Source: an optimization exercise on an open RTL-to-GDS flow (aim: small area and a short achievable clock period). Production flows keep margins and buffers that such runs may drop. The RTL was checked by simulation tests, not by an equivalence proof against the original design. Power is estimated from default activity; no workload was simulated.

<file path="standard.sh">
#!/bin/bash
# synth_recipe.tcl (not shown) runs the flow's synth.tcl, then flattens the netlist and writes it again
# the make line also repeats each setting of config.mk as NAME=value (left out here)
make -C /OpenROAD-flow-scripts/flow DESIGN_CONFIG=/design/flow/config.mk WORK_HOME=/design/flow/orfs CLKGATE_MAP_FILE= SYNTH_SCRIPT=/design/flow/synth_recipe.tcl "${@:-finish}"
</file>
<file path="flow/run.sh">
#!/bin/bash
# The standard layout, with Yosys's adder extraction to full/half-adder cells turned off so
# that ABC maps the adders itself. Output of the whole run goes to standard.log.
set -euo pipefail
bash standard.sh ADDER_MAP_FILE= finish > standard.log 2>&1
</file>
<file path="constraint.sdc">
create_clock -name core_clock -period 6.0 [get_ports {clock}]
set_input_delay 1.2000 -clock core_clock [delete_from_list [all_inputs] [get_ports {clock}]]
set_output_delay 1.2000 -clock core_clock [all_outputs]
set_load 0.01 [all_outputs]
</file>
<file path="design.v">
`default_nettype none
package tia_pkg;
    localparam int word_width = 16;
    localparam int tag_width = 2;
    localparam int num_in = 2;
    localparam int num_out = 2;
    localparam int num_regs = 4;
    localparam int num_preds = 4;
    localparam int num_slots = 8;
    localparam int slot_index_width = 3;
    localparam int reg_index_width = 2;
    localparam int chan_depth = 4;
    localparam int wb_addr_width = 5;
    localparam int wb_data_width = 32;
    localparam int addr_instr_base = 0;
    localparam int addr_reg_base = 16;
    localparam int addr_status = 20;
    typedef enum logic [3:0] {
        op_nop = 4'd0,
        op_mov = 4'd1,
        op_add = 4'd2,
        op_sub = 4'd3,
        op_and = 4'd4,
        op_or = 4'd5,
        op_xor = 4'd6,
        op_eq = 4'd7,
        op_lt = 4'd8,
        op_halt = 4'd9
    } op_t;
    typedef enum logic [1:0] {
        src_imm = 2'd0,
        src_reg = 2'd1,
        src_chan = 2'd2
    } src_t;
    typedef enum logic [1:0] {
        dst_none = 2'd0,
        dst_reg = 2'd1,
        dst_out = 2'd2,
        dst_pred = 2'd3
    } dst_t;
    typedef struct packed {
        logic [tag_width-1:0] tag;
        logic [word_width-1:0] data;
    } packet_t;
    typedef struct packed {
        logic vi;
        logic [num_preds-1:0] ptm;
        logic [num_preds-1:0] pfm;
        logic [num_in-1:0] icr;
        logic [num_in-1:0] ictm;
        logic [tag_width-1:0] ict;
        op_t op;
        src_t st0;
        logic [reg_index_width-1:0] si0;
        src_t st1;
        logic [reg_index_width-1:0] si1;
        dst_t dt;
        logic [reg_index_width-1:0] di;
        logic [tag_width-1:0] oct;
        logic [num_in-1:0] icd;
        logic [num_preds-1:0] pus;
        logic [num_preds-1:0] puc;
        logic [word_width-1:0] imm;
        logic [4:0] pad;
    } instr_t;
endpackage
`default_nettype wire
`default_nettype none
module channel_fifo (
    input wire logic clock,
    input wire logic rst,
    input wire logic push,
    input wire logic [1:0] push_tag,
    input wire logic wdata_valid,
    input wire logic [15:0] wdata,
    input wire logic pop,
    output logic [17:0] head,
    output logic empty,
    output logic full
);
    logic [3:0][1:0] mem_tag;
    logic [3:0][15:0] mem_data;
    logic [3:0] rd_oh;
    logic [3:0] wr_oh;
    logic [3:0] last_oh;
    logic [3:0] rd_next;
    logic head_late;
    assign last_oh = {wr_oh[0], wr_oh[3:1]};
    always_comb begin
        head[17:16] = '0;
        head[15:0] = {16{head_late}} & wdata;
        for (int i = 0; i < 4; i++) begin
            head[17:16] = head[17:16] | ({2{rd_oh[i]}} & mem_tag[i]);
            head[15:0] = head[15:0] | ({16{rd_oh[i] && !head_late}} & mem_data[i]);
        end
    end
    for (genvar i = 0; i < 4; i++) begin : g_entry
        always_ff @(posedge clock) begin
            if (push && wr_oh[i]) begin
                mem_tag[i] <= push_tag;
            end
            if (wdata_valid && last_oh[i]) begin
                mem_data[i] <= wdata;
            end
        end
    end
    assign rd_next = pop ? {rd_oh[2:0], rd_oh[3]} : rd_oh;
    always_ff @(posedge clock) begin
        if (rst) begin
            rd_oh <= 4'b0001;
            wr_oh <= 4'b0001;
            empty <= 1'b1;
            full <= 1'b0;
            head_late <= 1'b0;
        end else begin
            if (push) begin
                wr_oh <= {wr_oh[2:0], wr_oh[3]};
            end
            rd_oh <= rd_next;
            if (push && !pop) begin
                empty <= 1'b0;
                full <= ({wr_oh[2:0], wr_oh[3]} == rd_oh);
            end else if (pop && !push) begin
                full <= 1'b0;
                empty <= ({rd_oh[2:0], rd_oh[3]} == wr_oh);
            end
            head_late <= push && (rd_next == wr_oh);
        end
    end
endmodule
`default_nettype wire
`default_nettype none
module head_fifo (
    input wire logic clock,
    input wire logic rst,
    input wire logic push,
    input wire logic [17:0] push_packet,
    input wire logic pop,
    output logic [17:0] head,
    output logic empty,
    output logic full
);
    logic [2:0][17:0] mem;
    logic [1:0] rd_ptr;
    logic [1:0] wr_ptr;
    logic [1:0] stored;
    logic store;
    logic take;
    logic load_head;
    logic [1:0] stored_next;
    logic empty_next;
    assign store = push && !empty && !(pop && stored == 2'd0);
    assign take = pop && stored != 2'd0;
    assign load_head = pop || (push && empty);
    for (genvar i = 0; i < 3; i++) begin : g_entry
        always_ff @(posedge clock) begin
            if (store && wr_ptr == i) begin
                mem[i] <= push_packet;
            end
        end
    end
    always_ff @(posedge clock) begin
        if (load_head) begin
            head <= (stored == 2'd0) ? push_packet : mem[rd_ptr];
        end
    end
    assign stored_next = stored + {1'b0, store} - {1'b0, take};
    assign empty_next = empty ? !push : (pop && !push && stored == 2'd0);
    always_ff @(posedge clock) begin
        if (rst) begin
            rd_ptr <= '0;
            wr_ptr <= '0;
            stored <= '0;
            empty <= 1'b1;
            full <= 1'b0;
        end else begin
            if (store) begin
                wr_ptr <= (wr_ptr == 2'd2) ? 2'd0 : wr_ptr + 2'd1;
            end
            if (take) begin
                rd_ptr <= (rd_ptr == 2'd2) ? 2'd0 : rd_ptr + 2'd1;
            end
            stored <= stored_next;
            empty <= empty_next;
            full <= !empty_next && stored_next == 2'd3;
        end
    end
endmodule
`default_nettype wire
`default_nettype none
module host_port (
    input wire logic clock,
    input wire logic rst,
    input wire logic wb_cyc,
    input wire logic wb_stb,
    input wire logic wb_we,
    input wire logic [4:0] wb_adr,
    input wire logic [31:0] wb_dat_w,
    input wire logic [3:0][15:0] regs,
    input wire logic [15:0] r_q,
    input wire logic w_regwe,
    input wire logic [1:0] w_di,
    input wire logic [3:0] preds,
    input wire logic halted,
    output logic [31:0] wb_dat_r,
    output logic wb_ack,
    output logic [7:0][63:0] slots
);
    logic [15:0][31:0] half;
    logic request;
    logic wr;
    logic [31:0] wdata;
    logic [31:0] read_word;
    assign request = wb_cyc && wb_stb && !wb_ack;
    assign wr = request && wb_we && !wb_adr[4];
    assign wdata = wb_dat_w & {32{!rst}};
    for (genvar h = 0; h < 16; h++) begin : g_half
        always_ff @(posedge clock) begin
            if (rst || (wr && wb_adr[3:0] == h)) begin
                half[h] <= wdata;
            end
        end
    end
    for (genvar s = 0; s < 8; s++) begin : g_slot
        assign slots[s] = {half[2*s+1], half[2*s]};
    end
    always_comb begin
        read_word = '0;
        for (int h = 0; h < 16; h++) begin
            read_word = read_word | ({32{wb_adr == 5'(h)}} & half[h]);
        end
        for (int r = 0; r < 4; r++) begin
            read_word = read_word
                | {16'd0, {16{wb_adr == 5'(16 + r) && !(w_regwe && w_di == r)}} & regs[r]};
        end
        read_word = read_word
            | {16'd0, {16{wb_adr[4:2] == 3'b100 && w_regwe && wb_adr[1:0] == w_di}} & r_q};
        read_word = read_word | ({32{wb_adr == 5'd20}} & {23'd0, halted, 4'd0, preds});
    end
    always_ff @(posedge clock) begin
        if (rst) begin
            wb_ack <= 1'b0;
        end else begin
            wb_ack <= request;
        end
        wb_dat_r <= read_word;
    end
endmodule
`default_nettype wire
`default_nettype none
module trigger_unit (
    input wire logic clock,
    input wire logic rst,
    input wire logic execute,
    input wire logic halted,
    input wire logic [7:0][63:0] slots,
    input wire logic [1:0] in_empty,
    input wire logic [1:0][1:0] in_head_tags,
    input wire logic [1:0] out_full,
    input wire logic [1:0] x_pop,
    input wire logic [1:0] x_push,
    input wire logic x_hazard,
    input wire logic pred_we,
    input wire logic [1:0] pred_idx,
    input wire logic pred_val,
    output logic [1:0] f_pop,
    output logic [1:0] f_push,
    output logic f_regwe,
    output logic f_predwe,
    output logic f_halt,
    output logic [3:0] f_op,
    output logic [1:0] f_st0,
    output logic [1:0] f_si0,
    output logic [1:0] f_st1,
    output logic [1:0] f_si1,
    output logic [1:0] f_di,
    output logic [1:0] f_oct,
    output logic [15:0] f_imm,
    output logic [3:0] preds
);
    localparam int FW = 43;
    logic [1:0] eff_empty;
    logic [1:0] eff_full;
    logic [7:0] qual;
    logic [7:0][FW-1:0] fld;
    logic [FW-1:0] m;
    logic go;
    logic [1:0] m_pop;
    logic m_out0, m_out1, m_reg, m_pred, m_halt;
    logic [3:0] m_upd;
    assign eff_empty = in_empty | x_pop;
    assign eff_full = out_full | x_push;
    for (genvar s = 0; s < 8; s++) begin : g_slot
        logic vi;
        logic [3:0] ptm, pfm, pus, puc, op;
        logic [1:0] icr, ictm, ict, dt, di, icd;
        assign vi = slots[s][63];
        assign ptm = slots[s][62:59];
        assign pfm = slots[s][58:55];
        assign icr = slots[s][54:53];
        assign ictm = slots[s][52:51];
        assign ict = slots[s][50:49];
        assign op = slots[s][48:45];
        assign dt = slots[s][36:35];
        assign di = slots[s][34:33];
        assign icd = slots[s][30:29];
        assign pus = slots[s][28:25];
        assign puc = slots[s][24:21];
        assign qual[s] = vi
            && ((~ptm | preds) == 4'hf)
            && ((pfm & preds) == 4'h0)
            && (((icr | ictm) & eff_empty) == 2'b00)
            && !(ictm[0] && in_head_tags[0] != ict)
            && !(ictm[1] && in_head_tags[1] != ict)
            && !(dt == 2'd2 && di == 2'd0 && eff_full[0])
            && !(dt == 2'd2 && di == 2'd1 && eff_full[1]);
        assign fld[s] = {icd,
                         dt == 2'd2 && di == 2'd0,
                         dt == 2'd2 && di == 2'd1,
                         dt == 2'd1,
                         dt == 2'd3,
                         op == 4'd9,
                         (preds & ~puc) | pus, op,
                         slots[s][44:37], di, slots[s][32:31], slots[s][20:5]};
    end
    logic [7:0] sel;
    logic any;
    always_comb begin
        for (int k = 0; k < 8; k++) begin
            sel[k] = qual[k];
            for (int j = 0; j < k; j++) begin
                if (qual[j]) sel[k] = 1'b0;
            end
        end
        any = qual != 8'd0;
        m = '0;
        for (int k = 0; k < 8; k++) begin
            m = m | ({FW{sel[k]}} & fld[k]);
        end
    end
    assign {m_pop, m_out0, m_out1, m_reg, m_pred, m_halt, m_upd,
            f_op, f_st0, f_si0, f_st1, f_si1, f_di, f_oct, f_imm} = m;
    assign go = execute && !halted && !x_hazard && !rst && any;
    assign f_pop = m_pop & {2{go}};
    assign f_push = {m_out1, m_out0} & {2{go}};
    assign f_regwe = m_reg && go;
    assign f_predwe = m_pred && go;
    assign f_halt = m_halt && go;
    always_ff @(posedge clock) begin
        for (int i = 0; i < 4; i++) begin
            if (rst) begin
                preds[i] <= 1'b0;
            end else if (pred_we && pred_idx == i) begin
                preds[i] <= pred_val;
            end else begin
                preds[i] <= go ? m_upd[i] : preds[i];
            end
        end
    end
endmodule
`default_nettype wire
`default_nettype none
module integer_alu (
    input wire logic [7:0] sel,
    input wire logic [15:0] a,
    input wire logic [15:0] b,
    output logic [15:0] result
);
    logic [15:0] sum;
    logic [16:0] diff;
    logic [15:0] x;
    logic eq;
    logic lt;
    assign sum = a + b;
    assign diff = {1'b0, a} + {1'b0, ~b} + 17'd1;
    assign x = a ^ b;
    assign eq = (x == 16'd0);
    assign lt = !diff[16];
    assign result = ({16{sel[0]}} & a)
        | ({16{sel[1]}} & sum)
        | ({16{sel[2]}} & diff[15:0])
        | ({16{sel[3]}} & (a & b))
        | ({16{sel[4]}} & (a | b))
        | ({16{sel[5]}} & x)
        | {15'd0, (sel[6] && eq) || (sel[7] && lt)};
endmodule
`default_nettype wire
`default_nettype none
module execute_stage (
    input wire logic clock,
    input wire logic rst,
    input wire logic [1:0] f_pop,
    input wire logic [1:0] f_push,
    input wire logic f_regwe,
    input wire logic f_predwe,
    input wire logic f_halt,
    input wire logic [3:0] f_op,
    input wire logic [1:0] f_st0,
    input wire logic [1:0] f_si0,
    input wire logic [1:0] f_st1,
    input wire logic [1:0] f_si1,
    input wire logic [1:0] f_di,
    input wire logic [1:0] f_oct,
    input wire logic [15:0] f_imm,
    input wire logic [1:0][15:0] in_data,
    output logic [1:0] pop,
    output logic [1:0] push,
    output logic [1:0] push_tag,
    output logic [1:0] w_push,
    output logic [15:0] r_q,
    output logic x_hazard,
    output logic pred_we,
    output logic [1:0] pred_idx,
    output logic pred_val,
    output logic [3:0][15:0] regs,
    output logic w_regwe,
    output logic [1:0] w_di,
    output logic halted
);
    logic x_regwe;
    logic x_halt;
    logic [7:0] x_osel;
    logic [7:0] osel;
    logic [1:0] x_di, x_oct;
    logic [7:0] x_sa;
    logic [7:0] x_sb;
    logic [7:0] f_sa;
    logic [7:0] f_sb;
    logic [3:0] byp;
    logic [15:0] x_imm;
    logic [15:0] operand_a;
    logic [15:0] operand_b;
    logic [15:0] result;
    function automatic logic [6:0] src_decode(input logic [1:0] st, input logic [1:0] si);
        src_decode[0] = (st == 2'd0);
        src_decode[1] = (st == 2'd1) && (si == 2'd0);
        src_decode[2] = (st == 2'd1) && (si == 2'd1);
        src_decode[3] = (st == 2'd1) && (si == 2'd2);
        src_decode[4] = (st == 2'd1) && (si == 2'd3);
        src_decode[5] = (st == 2'd2) && !si[0];
        src_decode[6] = (st == 2'd2) && si[0];
    endfunction
    function automatic logic [7:0] src_bypass(input logic [6:0] d, input logic [3:0] b);
        src_bypass = {(d[4:1] & b) != 4'd0, d[6:5], d[4:1] & ~b, d[0]};
    endfunction
    for (genvar k = 0; k < 4; k++) begin : g_byp
        assign byp[k] = x_regwe && x_di == k;
    end
    assign f_sa = src_bypass(src_decode(f_st0, f_si0), byp);
    assign f_sb = src_bypass(src_decode(f_st1, f_si1), byp);
    always_ff @(posedge clock) begin
        pop <= f_pop;
        push <= f_push;
        x_regwe <= f_regwe;
        pred_we <= f_predwe;
        x_halt <= f_halt;
        for (int k = 0; k < 8; k++) begin
            x_osel[k] <= (f_op == 4'(k + 1));
        end
        x_sa <= f_sa;
        x_sb <= f_sb;
        x_di <= f_di;
        x_oct <= f_oct;
        x_imm <= f_imm;
    end
    assign x_hazard = pred_we || x_halt;
    function automatic logic [15:0] src_mux(input logic [7:0] sel, input logic [15:0] imm,
                                            input logic [3:0][15:0] r,
                                            input logic [1:0][15:0] ch,
                                            input logic [15:0] wb);
        src_mux = ({16{sel[0]}} & imm)
            | ({16{sel[1]}} & r[0]) | ({16{sel[2]}} & r[1])
            | ({16{sel[3]}} & r[2]) | ({16{sel[4]}} & r[3])
            | ({16{sel[5]}} & ch[0]) | ({16{sel[6]}} & ch[1])
            | ({16{sel[7]}} & wb);
    endfunction
    assign operand_a = src_mux(x_sa, x_imm, regs, in_data, r_q);
    assign operand_b = src_mux(x_sb, x_imm, regs, in_data, r_q);
    assign osel = x_osel & {8{!rst}};
    integer_alu u_alu (.sel(osel), .a(operand_a), .b(operand_b), .result(result));
    assign pred_idx = x_di;
    assign pred_val = result[0];
    assign push_tag = x_oct;
    always_ff @(posedge clock) begin
        r_q <= result;
        if (rst) begin
            w_regwe <= 1'b0;
            w_push <= 2'b00;
        end else begin
            w_regwe <= x_regwe;
            w_push <= push;
        end
        w_di <= x_di;
    end
    for (genvar r = 0; r < 4; r++) begin : g_reg
        always_ff @(posedge clock) begin
            if (rst || (w_regwe && w_di == r)) begin
                regs[r] <= r_q & {16{!rst}};
            end
        end
    end
    always_ff @(posedge clock) begin
        if (rst) begin
            halted <= 1'b0;
        end else if (x_halt) begin
            halted <= 1'b1;
        end
    end
endmodule
`default_nettype wire
`default_nettype none
module tia_core (
    input wire logic clock,
    input wire logic rst,
    input wire logic execute,
    output logic halted,
    output logic channels_quiescent,
    input wire logic wb_cyc,
    input wire logic wb_stb,
    input wire logic wb_we,
    input wire logic [4:0] wb_adr,
    input wire logic [31:0] wb_dat_w,
    output logic [31:0] wb_dat_r,
    output logic wb_ack,
    input wire logic [1:0] in_valid,
    output logic [1:0] in_ready,
    input wire logic [3:0] in_tag,
    input wire logic [31:0] in_data,
    output logic [1:0] out_valid,
    input wire logic [1:0] out_ready,
    output logic [3:0] out_tag,
    output logic [31:0] out_data
);
    logic [7:0][63:0] slots;
    logic [3:0] preds;
    logic [3:0][15:0] regs;
    logic [1:0][17:0] in_heads;
    logic [1:0][1:0] in_head_tags;
    logic [1:0][15:0] in_head_data;
    logic [1:0] in_empty;
    logic [1:0] in_full;
    logic [1:0] out_empty;
    logic [1:0] out_full;
    logic [1:0][17:0] out_heads;
    logic [1:0] pop;
    logic [1:0] push;
    logic [1:0] push_tag;
    logic [1:0] w_push;
    logic [15:0] r_q;
    logic w_regwe;
    logic [1:0] w_di;
    logic x_hazard;
    logic pred_we;
    logic [1:0] pred_idx;
    logic pred_val;
    logic [1:0] f_pop;
    logic [1:0] f_push;
    logic f_regwe;
    logic f_predwe;
    logic f_halt;
    logic [3:0] f_op;
    logic [1:0] f_st0, f_si0, f_st1, f_si1, f_di, f_oct;
    logic [15:0] f_imm;
    for (genvar c = 0; c < 2; c++) begin : g_in
        head_fifo u_fifo (
            .clock(clock), .rst(rst),
            .push(in_valid[c] && !in_full[c]),
            .push_packet({in_tag[2*c +: 2], in_data[16*c +: 16]}),
            .pop(pop[c]), .head(in_heads[c]), .empty(in_empty[c]), .full(in_full[c])
        );
        assign in_ready[c] = !in_full[c];
        assign in_head_tags[c] = in_heads[c][17:16];
        assign in_head_data[c] = in_heads[c][15:0];
    end
    for (genvar c = 0; c < 2; c++) begin : g_out
        channel_fifo u_fifo (
            .clock(clock), .rst(rst), .push(push[c]), .push_tag(push_tag),
            .wdata_valid(w_push[c]), .wdata(r_q),
            .pop(out_ready[c] && !out_empty[c]),
            .head(out_heads[c]), .empty(out_empty[c]), .full(out_full[c])
        );
        assign out_valid[c] = !out_empty[c];
        assign out_tag[2*c +: 2] = out_heads[c][17:16];
        assign out_data[16*c +: 16] = out_heads[c][15:0];
    end
    host_port u_host (
        .clock(clock), .rst(rst), .wb_cyc(wb_cyc), .wb_stb(wb_stb), .wb_we(wb_we),
        .wb_adr(wb_adr), .wb_dat_w(wb_dat_w), .regs(regs), .r_q(r_q), .w_regwe(w_regwe),
        .w_di(w_di), .preds(preds), .halted(halted),
        .wb_dat_r(wb_dat_r), .wb_ack(wb_ack), .slots(slots)
    );
    trigger_unit u_trigger (
        .clock(clock), .rst(rst), .execute(execute), .halted(halted), .slots(slots),
        .in_empty(in_empty), .in_head_tags(in_head_tags), .out_full(out_full),
        .x_pop(pop), .x_push(push), .x_hazard(x_hazard),
        .pred_we(pred_we), .pred_idx(pred_idx), .pred_val(pred_val),
        .f_pop(f_pop), .f_push(f_push), .f_regwe(f_regwe), .f_predwe(f_predwe),
        .f_halt(f_halt), .f_op(f_op), .f_st0(f_st0), .f_si0(f_si0), .f_st1(f_st1),
        .f_si1(f_si1), .f_di(f_di), .f_oct(f_oct), .f_imm(f_imm), .preds(preds)
    );
    execute_stage u_execute (
        .clock(clock), .rst(rst), .f_pop(f_pop), .f_push(f_push), .f_regwe(f_regwe),
        .f_predwe(f_predwe), .f_halt(f_halt), .f_op(f_op), .f_st0(f_st0), .f_si0(f_si0),
        .f_st1(f_st1), .f_si1(f_si1), .f_di(f_di), .f_oct(f_oct), .f_imm(f_imm),
        .in_data(in_head_data), .pop(pop), .push(push), .push_tag(push_tag), .w_push(w_push),
        .r_q(r_q), .w_regwe(w_regwe), .w_di(w_di),
        .x_hazard(x_hazard), .pred_we(pred_we), .pred_idx(pred_idx), .pred_val(pred_val),
        .regs(regs), .halted(halted)
    );
    assign channels_quiescent = (&in_empty) && (&out_empty);
endmodule
`default_nettype wire
</file>
<file path="config.mk">
export PLATFORM = sky130hd
export DESIGN_NAME = tia_core
export DESIGN_NICKNAME = tia_core
export VERILOG_FILES = /design/flow/design.v
export SDC_FILE = /design/flow/constraint.sdc
export NUM_CORES = 4
export LEC_CHECK = 0
export ABC_CLOCK_PERIOD_IN_PS = 3000
export CAP_MARGIN = 20
export CORE_MARGIN = 2
export CORE_UTILIZATION = 40
export CTS_BUF_LIST = sky130_fd_sc_hd__clkbuf_16
export CTS_CLUSTER_DIAMETER = 100
export CTS_CLUSTER_SIZE = 24
export SETUP_SLACK_MARGIN = 2.5
export SLEW_MARGIN = 20
</file>
==> reports/metrics.cfg, run 1 <==
[pwr]
switching_part_of_the_total_power_pct = 25.17
power.density_nw_per_um2 = 268.4
proportion_of_power_drawn_by_the_clock_network_pct = 29.5
peakVddDrop_uv = 242.4
total_leakage_power_nw = 16.61
post-layout-total-power_mw = 13.40
power.internal_mw = 10.03
power.share.sequential_pct = 62.8
power_switching_mw = 3.373
share_comb_of_total_power_pct = 7.7

[setup_path]
critical_path.startpoint_type = input pin
arrival_ns = 4.03
ff2ff_path_depth = 11
worstSetupPathType = in -> reg
critical_path_required_ns = 6.48
worstSetupEndpointType = flip-flop
critical_path_fanouts_max = 16

[clock_network]
cts-buffers-inserted = 51
root_buffer = sky130_fd_sc_hd__clkbuf_16
worst_skew_pair.late_latency_ns = 0.73
cts.clk_slew.worst_paths_ns = 0.10
clk_path_buf_depth = 3
clock_sink_count = 1012
cts_tree = yes
cts.htree.levels = 2

[synth]
synth.distinct_cells = 81
synth_cells = 3303
synth-edff-count = 864
syn-cell-area_um2 = 43630
postSynth.topFlopCell = sky130_fd_sc_hd__edfxtp_1
synth_largest_area_cell = sky130_fd_sc_hd__edfxtp_1
yosys.area.top_type_share_pct = 59.47
synthArstFlopShare_pct = 0
synth_most_common_cell = sky130_fd_sc_hd__edfxtp_1
synth.ff_latch_count = 1012
ys_warn_count = 5
synth.yosys.seq_area_share_pct = 66.26
syn_nets = 3386
synth_common_cells = 864 x sky130_fd_sc_hd__edfxtp_1, 266 x sky130_fd_sc_hd__a22oi_1, 199 x sky130_fd_sc_hd__nor2_1
synth_area_leaders = sky130_fd_sc_hd__edfxtp_1 59%, sky130_fd_sc_hd__dfxtp_1 6.8%, sky130_fd_sc_hd__a22oi_1 4.6%, sky130_fd_sc_hd__a221oi_1 3.1%, sky130_fd_sc_hd__a22o_1 2.4%
syn_avg_cell_area_um2 = 13.21

[timing]
finalSetupViolCount = 0
worst_pin_slew_ns = 1.188
skew_ns = 0.08141
hold_ws_ns = 0.4717
period_needed_ns = 3.543
rsz0062_at_grt = true
hold_viol = 0
fin_ws_ns = 2.457
totalNegativeSetupSlack_ns = 0
fin_crit_sh_pct = 59.05
fmax_mhz = 282.2
relSlewSlack_pct = 20.67
final_max_slew_viol_count = 0

[detailed_routing]
drt-initial-drc-count = 5204
vias = 32260
drt-pass1-iter-count = 9
drc = 0
route.detailed.wl_per_inst_um = 31.86
postRouteAntennaNets = 0
totalWireLength_um = 156900
drt-vias-per-instance = 6.549

[global_route]
grt_overflow_total = 0
largest_net_degree_at_the_start_of_global_routing = 53
gr-usage-all-layers_pct = 27.13
number_of_global_route_vias_before_repair = 30030
grt_first_pass_wirelength_um = 220700
antenna_found_initial = 8

[outcome]
status = finished clean

[floorplanning]
design.portCount = 158
chipHeight_um = 334.3
floorplan.rows = 121
die_w_um = 334.3
core-area_um2 = 108600
die-area_um2 = 111700
initial_core_util_pct = 40.19

[finish]
ratio_of_cells_with_drive_above_1_in_the_final_layout_pct = 12.34
register_area_um2 = 28990
flow.area_growth_from_synthesis_pct = 14.43
fillers = 9587
fin_nets = 3552
multi_input_area_um2 = 14140

[run]
number_of_violations_of_the_max_capacitance_limit = 0

[min_path]
timing.hold.worst_path_depth = 2
hold_class = reg -> reg

[placement]
dp_hpwl_um = 101000
place.gp.congestion = 0.9649
portBuffers = 157
preCtsSetupSlack_ns = 1.468

## power groups by stage
stage,Combinational [mW],Clock [mW],Sequential [mW]
after floorplan,0.506,0,8.38
after global placement,0.942,0,8.57
after detailed placement,0.945,0,8.56
after CTS,0.990,4.01,8.39
after global routing,1.09,4.25,8.42
final,1.03,3.95,8.41
## stage by stage
stage               util (%)  area, um^2  instances
global route           45.99       49920       4923
finish                 45.99       49920       4925
CTS                    45.48       49370       4889
detailed placement     43.19       46880       4731
global placement       43.17       46860       4731
floorplan                  -       43650       3303
## per-layer routing
metal	vias up	part of all wire [%]	track usage, %
met3	475	11	6.703
met4	10	5.6	11.80
met2	2301	45	43.07
li1	13500	-	-
met1	15970	38	35.32
met5	-	0.043	0
## repair_timing
| item | 4_1_cts | 5_1_grt |
|---|---|---|
| pin swaps | 18 | 20 |
| hold buffers | 0 | 0 |
| gates resized for setup | 123 | 54 |
| buffers inserted | 56 | 30 |
| cloned | 10 | 3 |
| endpoints found under the setup margin | 133 | 94 |
## flip-flops by register name, indices dropped and copies added (netlist names), 4 cells and up
| name | cells |
|---|---|
| u_execute.x_sb | 8 |
| g_in.u_fifo.mem | 108 |
| u_trigger.preds | 4 |
| u_execute.regs | 64 |
| g_out.u_fifo.mem_tag | 16 |
| u_execute.x_imm | 16 |
| g_in.u_fifo.wr_ptr | 4 |
| u_host.wb_dat_r | 32 |
| g_in.u_fifo.stored | 4 |
| g_out.u_fifo.wr_oh | 8 |
| u_execute.x_sa | 8 |
| g_out.u_fifo.mem_data | 128 |
| g_out.u_fifo.rd_oh | 8 |
| u_execute.r_q | 16 |
| u_execute.x_osel | 8 |
| u_host.half | 512 |
| g_in.u_fifo.rd_ptr | 4 |
| g_in.u_fifo.head | 36 |
## critical path, stage by stage
cell                              delay, ns
sky130_fd_sc_hd__clkdlybuf4s50_1       0.60
sky130_fd_sc_hd__nand2_2               0.45
sky130_fd_sc_hd__nor3_1                0.12
sky130_fd_sc_hd__and3_2                0.44
sky130_fd_sc_hd__a222oi_1              0.96
sky130_fd_sc_hd__nand4_1               0.23
## cell families (layout without fill, tap and decap cells)
family / count (synthesis) / after routing / share of synthesized area, %
flops: 1012 / 1012 / 66.26
compound gates: 987 / 987 / 16.81
simple gates: 845 / 849 / 10.05
buf+inv: 270 / 471 / 2.831
xor+xnor: 102 / 102 / 2.048
mux: 77 / 77 / 1.767
fa+ha+maj: 10 / 10 / 0.2380
other cells: 0 / 3 / 0
## layout by cell type (no fill, tap or decap), drive strengths merged, types with 28 or more instances in the layout
master	n
nor2b	93
clkdlybuf4s50	135
dfxtp	148
clkbuf	53
o21ai	104
xor2	65
a22oi	271
nand4	86
nand2	196
nand3	71
inv	71
a221oi	154
a21oi	151
buf	185
xnor2	37
mux2i	77
nor3	36
a22o	122
edfxtp	864
nor2	201
a222oi	54
and2	28
## path summary, 6_finish.rpt
kind	from	end	slack, ns
worst max-delay path	wb_adr[0]	u_host.wb_dat_r[14]	2.46
worst max register to register	u_trigger.preds[1]	u_execute.x_sb[7]	2.57
worst min-delay path	u_host.half[332]	u_execute.x_imm[7]	0.47
worst min register to register	u_host.half[332]	u_execute.x_imm[7]	0.47
## cell type report
cell class,count,share of cell area [%]
Clock buffer,51,2.556
Timing Repair Buffer,343,6.589
Clock inverter,41,0.6216
Inverter,36,0.2707
Antenna cell,3,0.01504
Multi-Input combinational cell,2025,28.33
Tap cell,1414,3.544
Sequential cell,1012,58.08
==> inputs of run 2 (changes only) <==
--- a/config.mk
+++ b/config.mk
@@ -13,4 +13,4 @@
 export CTS_CLUSTER_DIAMETER = 100
 export CTS_CLUSTER_SIZE = 24
-export SETUP_SLACK_MARGIN = 2.5
+export SETUP_SLACK_MARGIN = 3.0
 export SLEW_MARGIN = 20
==> run 2 against run 1 <==
Effect of this change:
- still clean
- sequential share of layout area is 3.2 points lower
- global-route usage up 1.2 points
- clock power is 2% higher
- total power grew 1.5%
- core utilization increased by 2.8 points
- register-to-register slack better by 0.19 ns
- wire length up 4.8%
- critical endpoint is now u_execute.x_sb[7]
- largest power group unchanged
==> reports/metrics.cfg, run 2 <==
[floorplanning]
floorplan.rows = 121
initial_core_util_pct = 40.19
die-area_um2 = 111700
chipHeight_um = 334.3
design.portCount = 158
core-area_um2 = 108600
die_w_um = 334.3

[timing]
period_needed_ns = 3.244
hold_ws_ns = 0.4780
skew_ns = 0.06864
relSlewSlack_pct = 21.33
final_max_slew_viol_count = 0
fin_crit_sh_pct = 54.06
fmax_mhz = 308.3
hold_viol = 0
finalSetupViolCount = 0
totalNegativeSetupSlack_ns = 0
worst_pin_slew_ns = 1.178
rsz0062_at_grt = true

[setup_path]
worstSetupEndpointType = flip-flop
critical_path_required_ns = 6.56
worstSetupPathType = reg -> reg
ff2ff_path_depth = 12
crit_path_launch = u_host.half[98]
critical_path_fanouts_max = 8
critical_path.startpoint_type = flip-flop
worst_r2r_startpoint = u_host.half[98]
arrival_ns = 3.81

[finish]
multi_input_area_um2 = 15360
most_common_library_cell_in_the_layout_ignoring_fill_and_taps = sky130_fd_sc_hd__edfxtp_1
layout_common_cells = 864 x sky130_fd_sc_hd__edfxtp_1, 269 x sky130_fd_sc_hd__buf_4, 191 x sky130_fd_sc_hd__a22oi_1
fin_nets = 3743
fillers = 9333
ratio_of_cells_with_drive_above_1_in_the_final_layout_pct = 23.39
largest_register_ff_count = 512
biggestRegsByFlops = u_host.half x512, g_out.u_fifo.mem_data x128, g_in.u_fifo.mem x108
flow.area_growth_from_synthesis_pct = 21.44
register_area_um2 = 29070
top_register = u_host.half

[clock_network]
clock_sink_count = 1012
cts_tree = yes
cts.htree.levels = 2
cts.clk_slew.worst_paths_ns = 0.10
cts.hold.buffers_added = 0
root_buffer = sky130_fd_sc_hd__clkbuf_16
worst_skew_pair.late_latency_ns = 0.72
cts-buffers-inserted = 51
clk_path_buf_depth = 3

[pwr]
power.density_nw_per_um2 = 256.7
peakVddDrop_uv = 264.7
total_leakage_power_nw = 18.00

[min_path]
holdCritStartpoint = u_host.half[257]
hold_class = reg -> reg
timing.hold.worst_path_depth = 2

[outcome]
status = finished clean

[global_route]
grt_first_pass_wirelength_um = 229900
grt_overflow_total = 0
largest_net_degree_at_the_start_of_global_routing = 38
number_of_global_route_vias_before_repair = 31740
gr-usage-all-layers_pct = 28.37
antenna_found_initial = 3

[synth]
synth.ff_latch_count = 1012
yosys.area.top_type_share_pct = 59.47
synth_most_common_cell = sky130_fd_sc_hd__edfxtp_1
synth_cells = 3303
synth-edff-count = 864
synthArstFlopShare_pct = 0
syn-cell-area_um2 = 43630
synth_area_leaders = sky130_fd_sc_hd__edfxtp_1 59%, sky130_fd_sc_hd__dfxtp_1 6.8%, sky130_fd_sc_hd__a22oi_1 4.6%, sky130_fd_sc_hd__a221oi_1 3.1%, sky130_fd_sc_hd__a22o_1 2.4%
postSynth.topFlopCell = sky130_fd_sc_hd__edfxtp_1
synth.distinct_cells = 81
synth_largest_area_cell = sky130_fd_sc_hd__edfxtp_1
syn_nets = 3386
synth_common_cells = 864 x sky130_fd_sc_hd__edfxtp_1, 266 x sky130_fd_sc_hd__a22oi_1, 199 x sky130_fd_sc_hd__nor2_1
synth.yosys.seq_area_share_pct = 66.26
syn_avg_cell_area_um2 = 13.21
ys_warn_count = 5

[detailed_routing]
totalWireLength_um = 164500
vias = 33580
drt-vias-per-instance = 6.561
postRouteAntennaNets = 0
drt-initial-drc-count = 5275
drt-pass1-iter-count = 9
drc = 0
route.detailed.wl_per_inst_um = 32.13

[placement]
portBuffers = 157
dp_hpwl_um = 100700
place.gp.congestion = 0.9672

[run]
number_of_violations_of_the_max_capacitance_limit = 0

-- run 2: cells by family after synthesis --
logic type                 share of synthesized area [%]
AOI/OAI and AO/OA                                  16.81
xor gates and xnor gates                           2.048
adders and majority gates                         0.2380
buffers and inverters                              2.831
DFF                                                66.26
muxes                                              1.767
and+or+nand+nor                                    10.05
-- run 2: final cells by class --
cell class | instances | share of cell area (%)
sequential | 1012 | 54.86
multi-input combinational | 2027 | 28.99
timing repair buffer | 532 | 9.539
tap | 1414 | 3.339
clock buffer | 52 | 2.456
clock inverter | 44 | 0.5574
inverter | 36 | 0.2551
antenna | 1 | 0.004723
-- run 2: worst paths after layout --
check             slack (ns)                  to
setup / recovery        2.76   u_execute.x_sb[7]
hold / removal          0.48  u_host.wb_dat_r[1]
setup reg to reg        2.76   u_execute.x_sb[7]
hold reg to reg         0.48  u_host.wb_dat_r[1]
-- run 2: power breakdown --
part           switching (mW)  internal [mW]
Combinational           0.725          0.459
Clock                    2.37           1.64
Sequential              0.363           8.04
Total                    3.46           10.1
-- run 2: repair_timing --
| action | 4_1_cts | 5_1_grt |
|---|---|---|
| buffers inserted | 210 | 59 |
| gates resized for setup | 549 | 137 |
| cloned | 15 | 2 |
| pin swaps | 143 | 105 |
| endpoints found under the setup margin | 606 | 268 |
-- run 2: layer usage --
| metal | part of all wire, % | track usage (%) |
|---|---|---|
| met2 | 45 | 44.76 |
| met3 | 12 | 6.738 |
| met4 | 5.7 | 13.80 |
| met5 | 0.032 | 0 |
| met1 | 37 | 36.79 |
-- run 2: stage by stage --
stage          util [%]  cells  cell area [um^2]  worst slack [ns]  power (mW)
2_1_floorplan         -   3303             43790             2.744       8.886
3_3_place_gp      43.23   4735             46930             1.523       9.500
3_5_place_dp      43.24   4735             46940             1.408       9.502
4_1_cts           47.74   5056             51830             2.868       13.51
5_1_grt           48.80   5117             52980             2.707       13.93
6_report          48.81   5118             52980             2.756       13.60
-- run 2: critical path, cell delays in order, from the launching register on --
cell and delay [ns]:
sky130_fd_sc_hd__edfxtp_1 0.45, sky130_fd_sc_hd__or3b_4 0.46, sky130_fd_sc_hd__a211oi_4 0.30, sky130_fd_sc_hd__a221oi_2 0.07, sky130_fd_sc_hd__nand2_1 0.14, sky130_fd_sc_hd__nand4_4 0.19
sky130_fd_sc_hd__nor4_4 0.44, sky130_fd_sc_hd__buf_12 0.19, sky130_fd_sc_hd__buf_12 0.15, sky130_fd_sc_hd__a222oi_1 0.09, sky130_fd_sc_hd__and3_4 0.23, sky130_fd_sc_hd__xnor2_1 0.14
sky130_fd_sc_hd__nor4_1 0.24
==> inputs of run 3 (changes only) <==
==> flow/run.sh (replaced) <==
#!/bin/bash
# The standard layout with two changes to how it is made: Yosys's adder extraction to
# full/half-adder cells is off so that ABC maps the adders itself, and the port buffers
# that the standard flow puts on every input and output are buf_1 cells. Output of the
# whole run goes to standard.log.
set -euo pipefail
bash standard.sh ADDER_MAP_FILE= "BUFFER_PORTS_ARGS=-buffer_cell sky130_fd_sc_hd__buf_1" finish > standard.log 2>&1
==> run 3 against run 2 <==
Effect of this change:
- still clean
- design area fell by 2.8%
- core utilization fell by 1.3 points
- via count fell by 0.70%
- final cell count fell by 1.2%
- critical path type unchanged
- critical endpoint is now u_trigger.preds[1]
==> reports/metrics.cfg, run 3 <==
[detailed_routing]
drt-initial-drc-count = 6122
drc = 0
drt-pass1-iter-count = 10
route.detailed.wl_per_inst_um = 32.25
vias = 33350
drt-vias-per-instance = 6.595
postRouteAntennaNets = 0
totalWireLength_um = 163100

[synth]
synth_largest_area_cell = sky130_fd_sc_hd__edfxtp_1
ys_warn_count = 5
synth.ff_latch_count = 1012
syn-cell-area_um2 = 43630
synth.yosys.seq_area_share_pct = 66.26
synth_area_leaders = sky130_fd_sc_hd__edfxtp_1 59%, sky130_fd_sc_hd__dfxtp_1 6.8%, sky130_fd_sc_hd__a22oi_1 4.6%, sky130_fd_sc_hd__a221oi_1 3.1%, sky130_fd_sc_hd__a22o_1 2.4%
syn_avg_cell_area_um2 = 13.21
synth_most_common_cell = sky130_fd_sc_hd__edfxtp_1
synth_common_cells = 864 x sky130_fd_sc_hd__edfxtp_1, 266 x sky130_fd_sc_hd__a22oi_1, 199 x sky130_fd_sc_hd__nor2_1
synthArstFlopShare_pct = 0
synth-edff-count = 864
yosys.area.top_type_share_pct = 59.47
postSynth.topFlopCell = sky130_fd_sc_hd__edfxtp_1
synth.distinct_cells = 81
syn_nets = 3386
synth_cells = 3303

[finish]
ratio_of_cells_with_drive_above_1_in_the_final_layout_pct = 21.95
fin_nets = 3682
layout_common_cells = 864 x sky130_fd_sc_hd__edfxtp_1, 239 x sky130_fd_sc_hd__buf_4, 188 x sky130_fd_sc_hd__a22oi_1
finished_cell_area_um2 = 51520
largest_register_ff_count = 512
biggestRegsByFlops = u_host.half x512, g_out.u_fifo.mem_data x128, g_in.u_fifo.mem x108
most_common_library_cell_in_the_layout_ignoring_fill_and_taps = sky130_fd_sc_hd__edfxtp_1
top_register = u_host.half
flow.area_growth_from_synthesis_pct = 18.09

[global_route]
antenna_found_initial = 6
grt_overflow_total = 0
grt_first_pass_wirelength_um = 227200
number_of_global_route_vias_before_repair = 31140
gr-usage-all-layers_pct = 28.04
largest_net_degree_at_the_start_of_global_routing = 50

[pwr]
peakVddDrop_uv = 217.1
power.density_nw_per_um2 = 259.5
total_leakage_power_nw = 17.35

[setup_path]
critical_path_fanouts_max = 16
cell_by_cell_trace_of_the_critical_path = a22oi_1, and4_2, xnor2_1, or2_2, or3_1, nor3_4, nand3_2, buf_6, a21oi_4, a221oi_1
crit_path_max_incr_delay_ns = 0.46
worst_path_dominant_cell_family = simple AND/OR/NAND/NOR gates
worstSetupEndpointType = flip-flop
worstSetupPathType = reg -> reg
critical_path_required_ns = 6.54
cp_slowest_cell = sky130_fd_sc_hd__dfxtp_4
crit_path_buf_inv_count = 1
critical_path.startpoint_type = flip-flop
arrival_ns = 3.81

[floorplanning]
initial_core_util_pct = 40.19
chipHeight_um = 334.3
core-area_um2 = 108600
design.portCount = 158
floorplan.rows = 121
die_w_um = 334.3
die-area_um2 = 111700

[clock_network]
cts.clk_slew.worst_paths_ns = 0.10
cts_tree = yes
clock_sink_count = 1012
cts-buffers-inserted = 50
root_buffer = sky130_fd_sc_hd__clkbuf_16
cts.htree.levels = 2
clk_path_buf_depth = 3
worst_skew_pair.late_latency_ns = 0.70
cts.hold.buffers_added = 0

[timing]
rsz0062_at_grt = true
hold_ws_ns = 0.5078
fin_crit_sh_pct = 54.65
worst_pin_slew_ns = 1.167
skew_ns = 0.05058
fmax_mhz = 305.0
finalSetupViolCount = 0
final_max_slew_viol_count = 0
relSlewSlack_pct = 22.04
totalNegativeSetupSlack_ns = 0
period_needed_ns = 3.279
hold_viol = 0

[placement]
portBuffers = 157
place.gp.congestion = 0.9599
placed_cell_area_um2 = 45950
dp_hpwl_um = 100100

[run]
number_of_violations_of_the_max_capacitance_limit = 0

[min_path]
hold_class = reg -> reg

[outcome]
status = finished clean

[run 3: cell count changes in the layout (fill, tap and decap cells not counted), sizes merged]
cell           previous run  this run
buf                     407       461
dlygate4sd2               3         0
clkinvlp                  1         0
diode                     1         2
nand2                   197       196
nor2                    203       205
nor2b                    94        93
clkinv                    3         1
inv                      76        78
clkdlybuf4s50           114         0
clkbuf                   54        56
clkdlybuf4s18             0         1
bufbuf                    2         3
clkdlybuf4s15             4         1
[run 3: through the flow]
step / power [mW] / setup slack (ns) / utilization [%] / std cells
after floorplan: 8.886 / 2.744 / - / 3303
after global placement: 9.432 / 1.586 / 42.29 / 4730
after detailed placement: 9.433 / 1.511 / 42.33 / 4732
after CTS: 13.29 / 2.896 / 45.97 / 4992
after global routing: 13.71 / 2.638 / 47.45 / 5054
final: 13.37 / 2.721 / 47.46 / 5056
[run 3: layer usage]
layer | GRT usage [%] | share of wire (%) | wire length, um | vias to the layer above
met4 | 12.27 | 5.7 | 9263 | 6
met2 | 44.80 | 46 | 74220 | 2586
li1 | - | - | - | 13780
met1 | 36.56 | 36 | 59270 | 16450
met5 | 0 | 0.028 | 46 | -
met3 | 6.454 | 12 | 20270 | 528
[run 3: path summary, 6_finish.rpt]
kind                                        start            endpoint  slack (ns)  cells after the start
worst max register to register  u_execute.x_sb[7]  u_trigger.preds[1]        2.72                     10
worst max-delay path            u_execute.x_sb[7]  u_trigger.preds[1]        2.72                     10
worst min-delay path             u_host.half[203]  u_execute.x_imm[6]        0.51                      2
worst min register to register   u_host.half[203]  u_execute.x_imm[6]        0.51                      2
[run 3: cells by family (layout without fill, tap and decap cells)]
group	after synthesis	after routing	share of synthesized area [%]
AO/OA/AOI/OAI	987	987	16.81
flip-flops	1012	1012	66.26
adder cells (fa/ha/maj)	10	10	0.2380
AND/OR/NAND/NOR	845	851	10.05
buffers and inverters	270	601	2.831
multiplexers	77	77	1.767
XOR/XNOR	102	102	2.048
other	0	2	0
[run 3: power by group]
part / total (mW) / internal [mW] / switching (mW) / leakage (nW)
registers: 8.39 / 8.04 / 0.350 / 9.49
logic: 1.09 / 0.359 / 0.731 / 7.00
clock network: 3.89 / 1.57 / 2.32 / 0.857
total: 13.4 / 9.97 / 3.40 / 17.3
[run 3: layout make-up]
| cell class | instances | area [um^2] |
|---|---|---|
| well taps | 1414 | 1769 |
| clock buffers | 50 | 1251 |
| diodes | 2 | 5.005 |
| fillers | 9402 | 57030 |
| inverters | 36 | 135.1 |
| repair buffers | 472 | 3699 |
| multi-input cells | 2027 | 15370 |
| flip-flops and latches | 1012 | 29050 |
| clock inverters | 43 | 241.5 |
[run 3: repair_timing]
action / CTS / global route
gates cloned: 14 / 3
buffers inserted: 153 / 58
pin swaps: 83 / 112
resized for setup: 314 / 255
endpoints found under the setup margin: 192 / 117
[run 3: worst register-to-register path, stage by stage (launching register included)]
cell and delay [ns]:
sky130_fd_sc_hd__dfxtp_4 0.46, sky130_fd_sc_hd__a22oi_1 0.31, sky130_fd_sc_hd__and4_2 0.38, sky130_fd_sc_hd__xnor2_1 0.19, sky130_fd_sc_hd__or2_2 0.33, sky130_fd_sc_hd__or3_1 0.42, sky130_fd_sc_hd__nor3_4 0.28, sky130_fd_sc_hd__nand3_2 0.10
sky130_fd_sc_hd__buf_6 0.17, sky130_fd_sc_hd__a21oi_4 0.33, sky130_fd_sc_hd__a221oi_1 0.16
==> inputs of run 4 (changes only) <==
--- a/config.mk
+++ b/config.mk
@@ -13,4 +13,5 @@
 export CTS_CLUSTER_DIAMETER = 100
 export CTS_CLUSTER_SIZE = 24
+export PLACE_DENSITY = 0.65
 export SETUP_SLACK_MARGIN = 3.0
 export SLEW_MARGIN = 20
==> run 4 against run 3 <==
Effect of this change:
- fmax increased by 2.5%
- sequential share of layout area grew 0.17 points
- setup slack improved by 0.080 ns
- clock skew decreased by 0.011 ns
- clock power barely moved
- wire length shrank 1.7%
- combinational power is essentially flat
- critical path type unchanged
- total power is essentially flat
- sequential power barely moved
- die area is the same
- area after synthesis unchanged
==> reports/metrics.cfg, run 4 <==
[outcome]
status = finished clean

[setup_path]
critical_path_required_ns = 6.57
ff2ff_setup_slack_ns = 2.80
worstSetupPathType = reg -> reg
critical_path.startpoint_type = flip-flop
arrival_ns = 3.77
critical_path_fanouts_max = 6
worstSetupEndpointType = flip-flop

[finish]
finished_cell_area_um2 = 51390
ratio_of_cells_with_drive_above_1_in_the_final_layout_pct = 21.55
flow.area_growth_from_synthesis_pct = 17.79
biggestRegsByFlops = u_host.half x512, g_out.u_fifo.mem_data x128, g_in.u_fifo.mem x108
register_area_um2 = 29070
finish.cell_count_without_fillers = 5059
top_register = u_host.half
fillers = 9358
final_core_utilization_pct = 47.34
layout_common_cells = 864 x sky130_fd_sc_hd__edfxtp_1, 259 x sky130_fd_sc_hd__buf_4, 189 x sky130_fd_sc_hd__a22oi_1
largest_register_ff_count = 512
fin_nets = 3688
multi_input_area_um2 = 15240
most_common_library_cell_in_the_layout_ignoring_fill_and_taps = sky130_fd_sc_hd__edfxtp_1

[pwr]
peakVddDrop_uv = 217.3
power.density_nw_per_um2 = 260.3
total_leakage_power_nw = 17.23
post-layout-total-power_mw = 13.38

[clock_network]
clock_sink_count = 1012
cts.htree.levels = 2
cts.hold.buffers_added = 0
cts-buffers-inserted = 50
worst_skew_pair.late_latency_ns = 0.68
cts_tree = yes
clk_path_buf_depth = 3
cts.clk_slew.worst_paths_ns = 0.10
root_buffer = sky130_fd_sc_hd__clkbuf_16

[global_route]
grt_overflow_total = 0
grt_first_pass_wirelength_um = 222500
gr-usage-all-layers_pct = 27.27
number_of_global_route_vias_before_repair = 31470
antenna_found_initial = 5
largest_net_degree_at_the_start_of_global_routing = 42

[floorplanning]
design.portCount = 158
die-area_um2 = 111700
chipHeight_um = 334.3
core-area_um2 = 108600
initial_core_util_pct = 40.19
die_w_um = 334.3
floorplan.rows = 121

[synth]
ys_warn_count = 5
synth-edff-count = 864
synth_cells = 3303
synth_largest_area_cell = sky130_fd_sc_hd__edfxtp_1
syn_avg_cell_area_um2 = 13.21
synth.ff_latch_count = 1012
postSynth.topFlopCell = sky130_fd_sc_hd__edfxtp_1
synth_area_leaders = sky130_fd_sc_hd__edfxtp_1 59%, sky130_fd_sc_hd__dfxtp_1 6.8%, sky130_fd_sc_hd__a22oi_1 4.6%, sky130_fd_sc_hd__a221oi_1 3.1%, sky130_fd_sc_hd__a22o_1 2.4%
synth.distinct_cells = 81
yosys.area.top_type_share_pct = 59.47
synth.yosys.seq_area_share_pct = 66.26
synth_common_cells = 864 x sky130_fd_sc_hd__edfxtp_1, 266 x sky130_fd_sc_hd__a22oi_1, 199 x sky130_fd_sc_hd__nor2_1
synth_most_common_cell = sky130_fd_sc_hd__edfxtp_1
syn_nets = 3386
syn-cell-area_um2 = 43630
synthArstFlopShare_pct = 0

[detailed_routing]
vias = 33830
met3_length_um = 20580
routed.top_layer = met5
route.layer.met1.wl_um = 58920
route.detailed.wl_per_inst_um = 31.67
totalWireLength_um = 160200
drt-vias-per-instance = 6.686
postRouteAntennaNets = 0
drc = 0
drt-initial-drc-count = 6512
detailroute.wirelength.met2_um = 70840
drt-pass1-iter-count = 13

[timing]
fmax_mhz = 312.6
hold_ws_ns = 0.4946
period_needed_ns = 3.199
hold_viol = 0
fin_crit_sh_pct = 53.31
finalSetupViolCount = 0
rsz0062_at_grt = true
relSlewSlack_pct = 21.08
worst_pin_slew_ns = 1.181
totalNegativeSetupSlack_ns = 0
fin_ws_ns = 2.801
final_max_slew_viol_count = 0
skew_ns = 0.03950

[placement]
place.gp.congestion = 0.9886
placed_cell_area_um2 = 45870
dp_hpwl_um = 96970
portBuffers = 157
dp_cells = 4724
preCtsSetupSlack_ns = 1.698

[run]
number_of_violations_of_the_max_capacitance_limit = 0

[min_path]
hold_class = reg -> reg

-- run 4: cell type report --
cell class	instances	area share (%)
Clock buffer	51	2.484
Tap cell	1414	3.443
Multi-Input combinational cell	2027	29.66
Clock inverter	39	0.4626
Antenna cell	2	0.009739
Inverter	36	0.2630
Sequential cell	1012	56.56
Timing Repair Buffer	478	7.120
-- run 4: worst paths after layout --
check,startpoint,end,cells after the start
max reg2reg,g_in[1].u_fifo.head[2],u_execute.r_q[13],11
max,g_in[1].u_fifo.head[2],u_execute.r_q[13],11
min reg2reg,u_execute.x_halt,u_execute.halted,2
min,u_execute.x_halt,u_execute.halted,2
-- run 4: logic make-up (layout without fill, tap and decap cells) --
family | Yosys count | count (layout) | synth area share [%]
simple gates | 845 | 851 | 10.05
xor+xnor | 102 | 102 | 2.048
other cells | 0 | 2 | 0
fa+ha+maj | 10 | 10 | 0.2380
mux | 77 | 77 | 1.767
flops | 1012 | 1012 | 66.26
compound gates | 987 | 987 | 16.81
buf+inv | 270 | 604 | 2.831
-- run 4: repair_timing --
item                                    4_1_cts  5_1_grt
endpoints found under the setup margin      165      152
pin swaps                                    92       83
setup buffers                               173       50
gates resized for setup                     276      214
gates cloned                                 16        4
-- run 4: worst max-delay path: stages (launching register included) --
cell and delay (ns):
sky130_fd_sc_hd__edfxtp_1 0.55, sky130_fd_sc_hd__a22oi_2 0.25, sky130_fd_sc_hd__buf_4 0.14, sky130_fd_sc_hd__nand4_1 0.19, sky130_fd_sc_hd__a31oi_1 0.28, sky130_fd_sc_hd__o21ai_0 0.13, sky130_fd_sc_hd__a222oi_1 0.41, sky130_fd_sc_hd__buf_4 0.23
sky130_fd_sc_hd__nor3_4 0.08, sky130_fd_sc_hd__or3_1 0.36, sky130_fd_sc_hd__a32o_2 0.29, sky130_fd_sc_hd__o2bb2a_4 0.21
-- run 4: power by group --
| part | switching, mW | total, mW | internal, mW |
|---|---|---|---|
| clock | 2.27 | 3.90 | 1.62 |
| combinational | 0.726 | 1.09 | 0.360 |
| sequential | 0.355 | 8.40 | 8.04 |
-- run 4: layer usage --
| metal | vias up | global-route usage, % |
|---|---|---|
| li1 | 13780 | - |
| met1 | 16510 | 35.78 |
| met2 | 2897 | 42.39 |
| met3 | 634 | 6.517 |
| met4 | 4 | 13.52 |
| met5 | - | 0 |
==> inputs of run 5 (changes only) <==
--- a/config.mk
+++ b/config.mk
@@ -13,5 +13,5 @@
 export CTS_CLUSTER_DIAMETER = 100
 export CTS_CLUSTER_SIZE = 24
-export PLACE_DENSITY = 0.65
+export PLACE_DENSITY = 0.7
 export SETUP_SLACK_MARGIN = 3.0
 export SLEW_MARGIN = 20
==> run 5 against run 4 <==
Effect of this change:
- still clean
- core utilization up 0.50 points
- wire length is 3.5% higher
- design area is 1.1% higher
- fmax shrank 2.4%
- critical path type unchanged
- critical endpoint is now u_trigger.preds[3]
- largest cell class unchanged
==> reports/metrics.cfg, run 5 <==
[outcome]
status = finished clean

[clock_network]
clk_path_buf_depth = 3
root_buffer = sky130_fd_sc_hd__clkbuf_16
cts.hold.buffers_added = 0
worst_skew_pair.late_latency_ns = 0.71
cts.htree.levels = 2
cts_tree = yes
cts.clk_slew.worst_paths_ns = 0.10
clock_sink_count = 1012
cts-buffers-inserted = 51

[setup_path]
worstSetupEndpointType = flip-flop
cell_by_cell_trace_of_the_critical_path = buf_6, a22oi_2, and4_4, a211oi_4, o311ai_2, nand3_1, maj3_2, buf_6, o211ai_1, nand3_2, a211oi_4, a311oi_1
cp_slowest_cell = sky130_fd_sc_hd__a211oi_4
critical_path_required_ns = 6.57
arrival_ns = 3.84
critical_path.startpoint_type = flip-flop
worstSetupPathType = reg -> reg
crit_path_max_incr_delay_ns = 0.51
critical_path_fanouts_max = 13

[timing]
finalSetupViolCount = 0
rsz0062_at_grt = true
fin_crit_sh_pct = 54.60
relSlewSlack_pct = 21.52
worst_pin_slew_ns = 1.177
period_needed_ns = 3.276
fmax_mhz = 305.3
fin_ws_ns = 2.724
totalNegativeSetupSlack_ns = 0
hold_viol = 0
final_max_slew_viol_count = 0
skew_ns = 0.04483

[detailed_routing]
totalWireLength_um = 165800
drt-pass1-iter-count = 9
drc = 0
route.detailed.wl_per_inst_um = 32.69
drt-vias-per-instance = 6.752
vias = 34260
postRouteAntennaNets = 0
drt-initial-drc-count = 6436

[finish]
flow.area_growth_from_synthesis_pct = 19.04
most_common_library_cell_in_the_layout_ignoring_fill_and_taps = sky130_fd_sc_hd__edfxtp_1
fillers = 9174
largest_register_ff_count = 512
finished_cell_area_um2 = 51930
ratio_of_cells_with_drive_above_1_in_the_final_layout_pct = 22.70
finish.cell_count_without_fillers = 5073
final_core_utilization_pct = 47.84
top_register = u_host.half
multi_input_area_um2 = 15470
fin_nets = 3697
register_area_um2 = 29040
biggestRegsByFlops = u_host.half x512, g_out.u_fifo.mem_data x128, g_in.u_fifo.mem x108
layout_common_cells = 864 x sky130_fd_sc_hd__edfxtp_1, 243 x sky130_fd_sc_hd__buf_4, 181 x sky130_fd_sc_hd__a22oi_1

[floorplanning]
die-area_um2 = 111700
initial_core_util_pct = 40.19
chipHeight_um = 334.3
die_w_um = 334.3
floorplan.rows = 121
core-area_um2 = 108600
design.portCount = 158

[global_route]
number_of_global_route_vias_before_repair = 31730
antenna_found_initial = 3
grt_first_pass_wirelength_um = 228200
gr-usage-all-layers_pct = 28.24
grt_overflow_total = 0
largest_net_degree_at_the_start_of_global_routing = 47

[synth]
synthArstFlopShare_pct = 0
syn-cell-area_um2 = 43630
synth_most_common_cell = sky130_fd_sc_hd__edfxtp_1
synth_common_cells = 864 x sky130_fd_sc_hd__edfxtp_1, 266 x sky130_fd_sc_hd__a22oi_1, 199 x sky130_fd_sc_hd__nor2_1
ys_warn_count = 5
synth.distinct_cells = 81
synth_cells = 3303
syn_nets = 3386
synth_area_leaders = sky130_fd_sc_hd__edfxtp_1 59%, sky130_fd_sc_hd__dfxtp_1 6.8%, sky130_fd_sc_hd__a22oi_1 4.6%, sky130_fd_sc_hd__a221oi_1 3.1%, sky130_fd_sc_hd__a22o_1 2.4%
synth.ff_latch_count = 1012
synth-edff-count = 864
synth.yosys.seq_area_share_pct = 66.26
synth_largest_area_cell = sky130_fd_sc_hd__edfxtp_1
yosys.area.top_type_share_pct = 59.47
syn_avg_cell_area_um2 = 13.21
postSynth.topFlopCell = sky130_fd_sc_hd__edfxtp_1

[placement]
portBuffers = 157
preCtsSetupSlack_ns = 1.336
placed_cell_area_um2 = 45850
dp_cells = 4721
dp_hpwl_um = 102000
place.gp.congestion = 1.003

[min_path]
hold_class = reg -> reg

[pwr]
power.density_nw_per_um2 = 259.9
total_leakage_power_nw = 17.46
peakVddDrop_uv = 286.3

[run]
number_of_violations_of_the_max_capacitance_limit = 0

run 5: cell count changes in the layout (fill, tap and decap cells not counted), sizes merged, moves of 2 or more:
cell,previous run,this run
bufbuf,4,2
clkinv,1,4
inv,73,75
clkbuf,68,64
buf,456,473
run 5: through the flow:
stage / power, mW / hold slack (ns)
2_1_floorplan: 8.886 / 0.3290
3_3_place_gp: 9.417 / 0.4884
3_5_place_dp: 9.425 / 0.5027
4_1_cts: 13.38 / 0.5158
5_1_grt: 13.80 / 0.5191
6_report: 13.50 / 0.5132
run 5: cell families (layout without fill, tap and decap cells):
| group | count (synthesis) | count (layout) | synth area share, % |
|---|---|---|---|
| compound gates | 987 | 987 | 16.81 |
| mux | 77 | 77 | 1.767 |
| flops | 1012 | 1012 | 66.26 |
| xor+xnor | 102 | 102 | 2.048 |
| other cells | 0 | 2 | 0 |
| simple gates | 845 | 850 | 10.05 |
| buf+inv | 270 | 619 | 2.831 |
| fa+ha+maj | 10 | 10 | 0.2380 |
run 5: area by class of cell:
| type | count | area share, % |
|---|---|---|
| sequential | 1012 | 55.92 |
| multi-input combinational | 2026 | 29.79 |
| timing repair buffer | 487 | 7.546 |
| tap | 1414 | 3.407 |
| clock buffer | 52 | 2.506 |
| clock inverter | 44 | 0.5662 |
| inverter | 36 | 0.2602 |
| antenna | 2 | 0.009637 |
run 5: what timing repair did:
| action | 4_1_cts | 5_1_grt |
|---|---|---|
| gates resized for setup | 353 | 230 |
| setup buffers | 180 | 53 |
| pin swaps | 114 | 119 |
| cloned | 15 | 5 |
| setup endpoints to repair | 341 | 245 |
run 5: worst paths after layout:
check,startpoint,slack (ns),depth (start not counted),end
hold / removal,u_host.half[271],0.51,2,u_execute.x_imm[10]
hold reg to reg,u_host.half[271],0.51,2,u_execute.x_imm[10]
setup reg to reg,u_execute.r_q[1],2.72,12,u_trigger.preds[3]
setup / recovery,u_execute.r_q[1],2.72,12,u_trigger.preds[3]
run 5: power breakdown:
part	switching [mW]	total [mW]	internal, mW
clock network	2.35	3.98	1.64
logic	0.742	1.11	0.370
registers	0.363	8.41	8.04
run 5: critical path, delay by kind of cell (launching register included):
family	cells	cell delay [ns]
compound gates	6	1.42
simple gates	3	0.65
flops	1	0.38
buf+inv	2	0.33
fa+ha+maj	1	0.38
run 5: routing by layer:
layer	wire length, um	GRT usage [%]	share of wire [%]
met1	57110	35.29	34
met4	13640	17.98	8.2
met5	26	0.2171	0.016
met3	22340	7.903	13
met2	72720	43.20	44

## separate check: timing with driven ports
In the flow no input, the clock included, has a driving cell. The finished layouts below were timed again as built, in two steps. Step 1 (the two cells are an assumption about what drives the block):
set clk [get_ports {clock}]
set_driving_cell -lib_cell sky130_fd_sc_hd__clkbuf_16 $clk
set_driving_cell -lib_cell sky130_fd_sc_hd__buf_2 [delete_from_list [all_inputs] $clk]
Step 2 also shifts input and output timing later by t, the mid clock arrival at the registers, as if the neighbouring blocks saw the same clock. a / b / c = ideal / step 1 / step 2; a / b = the first two.
run	t (ns)	setup slack, ns	worst hold slack (ns)	latest minus earliest clock arrival (ns)	slew at the worst register clock pin (ns)
run 1	0.767	2.457 / 2.486 / 1.737	0.472 / 0.472 / 0.472	0.090 / 0.091	0.11 / 0.11
run 2	0.764	2.756 / 2.756 / 2.214	0.478 / 0.478 / 0.478	0.073 / 0.074	0.11 / 0.11
run 3	0.750	2.721 / 2.721 / 2.206	0.508 / 0.508 / 0.508	0.053 / 0.053	0.11 / 0.11
run 4	0.734	2.801 / 2.801 / 2.287	0.495 / 0.495 / 0.495	0.040 / 0.040	0.11 / 0.11
run 5	0.763	2.724 / 2.724 / 2.096	0.513 / 0.513 / 0.513	0.048 / 0.048	0.11 / 0.11
After both steps setup and hold are still met in every run listed. The setup slack of run 1, which loses most, moves by +0.029 ns with the drivers and by -0.720 ns with both steps.
